Context: an optimization exercise on an open-source flow, tuned for small area, a short achievable clock period and few clock cycles. The choices shown serve that exercise and are no tape-out recipe. Function was checked by simulation only, so behaviour that the tests miss may differ from the original. No activity file was given, so power comes from the tool's default toggle rates.

Design cpu16_top, start of the top module:
module cpu16_top (
	input  logic        CLK,
	input  logic        rst_n,
	input  logic        imem_ack,
	input  logic [15:0] imem_data,
	input  logic        dmem_ack,
	input  logic [15:0] dmem_rdata,
	output logic        imem_req,
	output logic [15:0] imem_addr,
	output logic        dmem_req,
	output logic [32:0] dmem_cmd,
	output logic        halted
);
Size: about 2500 cells after synthesis, roughly 360 flip-flops, ~88 I/O pins, about 21000 um^2 of cells after synthesis.
clock: 6.5 ns
lec_check: 0
abc_area: 1
cap_margin: 20
core_margin: 2
core_utilization: 40
setup_slack_margin: 3.5
slew_margin: 20
standard.sh (not shown) runs the stock make flow with config.mk's settings and CLKGATE_MAP_FILE= SYNTH_SCRIPT=/design/flow/synth_recipe.tcl, a recipe that flattens the netlist after the stock synthesis.
==> flow/flow/run.sh <==
#!/bin/bash
set -e
export BUFFER_PORTS_ARGS="-buffer_cell sky130_fd_sc_hd__buf_2"
bash standard.sh > standard.log 2>&1
Testbench counts at the start, summed over its fixed seeds: cycles 42,776.
Next try:
--- a/flow/design.v
+++ b/flow/design.v
@@ -47,26 +47,26 @@
 	logic [15:0] ir;        
 	logic [15:0] a;         
 	logic [15:0] b;         
 	logic [15:0] fa;        
 	logic [3:0]  flags;     
 	logic [15:0] res_q;     
 	logic        c_q;       
 	logic        wr_q;      
 	logic        dm_pend;   
 	logic        halted_r;
 	logic        tk_abs;    
 	logic        tk_rel;    
-	logic        fr_q;      
-	logic        fw_q;      
+	logic        fr_n;      
+	logic        fw_n;      
 	logic [15:0] regs [16];
 	logic x_halt;   
 	logic x_mem;    
 	logic x_ld;     
 	logic x_wr;     
 	logic x_alu;    
 	logic x_xw;     
 	logic x_lw;     
 	logic x_arith, x_sub, x_and, x_or, x_xor, x_shl, x_shr, x_mov;
 	logic dm_wait, f_acc, x_go;
 	assign dm_wait = dm_pend && !dmem_ack;
 	assign f_acc   = !ph && imem_ack && !dm_wait;
@@ -142,29 +142,29 @@
 	assign halted_n  = halted_r || (x_go && x_halt);
 	assign dm_pend_n = (x_go && x_mem) ? 1'b1 : (dmem_ack ? 1'b0 : dm_pend);
 	always_ff @(posedge CLK) begin
 		if (!rst_n) begin
 			ph       <= 1'b0;
 			fa       <= 16'h0000;
 			flags    <= '0;
 			wr_q     <= 1'b0;
 			dm_pend  <= 1'b0;
 			halted_r <= 1'b0;
 			tk_abs   <= 1'b0;
 			tk_rel   <= 1'b0;
-			fr_q     <= 1'b1;
-			fw_q     <= 1'b0;
+			fr_n     <= 1'b0;
+			fw_n     <= 1'b1;
 		end else begin
-			fr_q <= ph_n == 1'b0 && !halted_n;
-			fw_q <= ph_n == 1'b0 && !halted_n && dm_pend_n;
+			fr_n <= ph_n || halted_n;
+			fw_n <= ph_n || halted_n || !dm_pend_n;
 			wr_q  <= x_go && x_wr;
 			flags <= flags_n;
 			if (f_acc) begin
 				ph     <= 1'b1;
 				fa     <= fa_inc;
 				tk_abs <= d_taken && !imem_data[10];
 				tk_rel <= d_taken && imem_data[10];
 			end
 			if (x_go) begin
 				ph     <= 1'b0;
 				tk_abs <= 1'b0;
 				tk_rel <= 1'b0;
@@ -198,17 +198,17 @@
 			x_arith <= d_alu && (d_aluf[3:2] == 2'b00) && (d_aluf[1] ^ d_aluf[0]);
 			x_sub   <= d_sub;
 			x_and   <= d_alu && (d_aluf == 4'b0011);
 			x_or    <= d_alu && (d_aluf == 4'b0100);
 			x_xor   <= d_alu && (d_aluf == 4'b0101);
 			x_shl   <= d_shl;
 			x_shr   <= d_alu && (d_aluf == 4'b0111);
 			x_mov   <= d_ldi || (d_alu && (d_aluf[3] || (d_aluf[2:0] == 3'b000)));
 		end
 	end
 	assign halted    = halted_r || (ph && !dm_pend && x_halt);
 	assign imem_req  = (ph && !halted_r && !dm_pend && !x_halt && !tk_rel) ||
-		(fr_q && !imem_ack) || (fw_q && !dmem_ack);
+		!(fr_n || imem_ack) || !(fw_n || dmem_ack);
 	assign imem_addr = tk_abs ? b : fa;
 	assign dmem_req  = (ph && !dm_pend && x_mem) || dm_wait;
 	assign dmem_cmd  = {ir[10], b, a};
 endmodule
The changed run finished with timing, DRC and antenna clean.
Combinational power stays flat.
Sequential power stays flat.
Cell area rises by 0.92%.
Via count fell by 0.50%.
Wire length decreases by 1.1%.
Testbench counts after the change, summed over its fixed seeds: cycles 42,776.

-- port drivers added, routing unchanged --
In the flow no input, the clock included, has a driving cell. The finished layouts below were timed again as built, in two steps.
Step 1 sets driving cells, clkbuf_16 on the clock port and buf_2 on the other inputs (assumed; they add their load-dependent delay and slew).
Step 2 moves the port delays by t, midway between the first and last clock arrival at a register: inputs arrive t later, outputs are due t later. That takes back most of the time a late clock gives input paths.
Three values: ideal ports, drivers, drivers and shift; two values: the first two.
run | t, ns | setup slack, ns | slew at the worst register clock pin (ns) | cell pins on the clock port's net
the first run | 0.619 | 3.368 / 3.327 / 2.897 | 0.07 / 0.07 | 1
the second run | 0.629 | 3.481 / 3.448 / 2.939 | 0.06 / 0.06 | 1
After both steps every run listed still meets setup and hold. The setup slack of the second run, which loses most, moves by -0.033 ns with the drivers and by -0.542 ns with both steps.
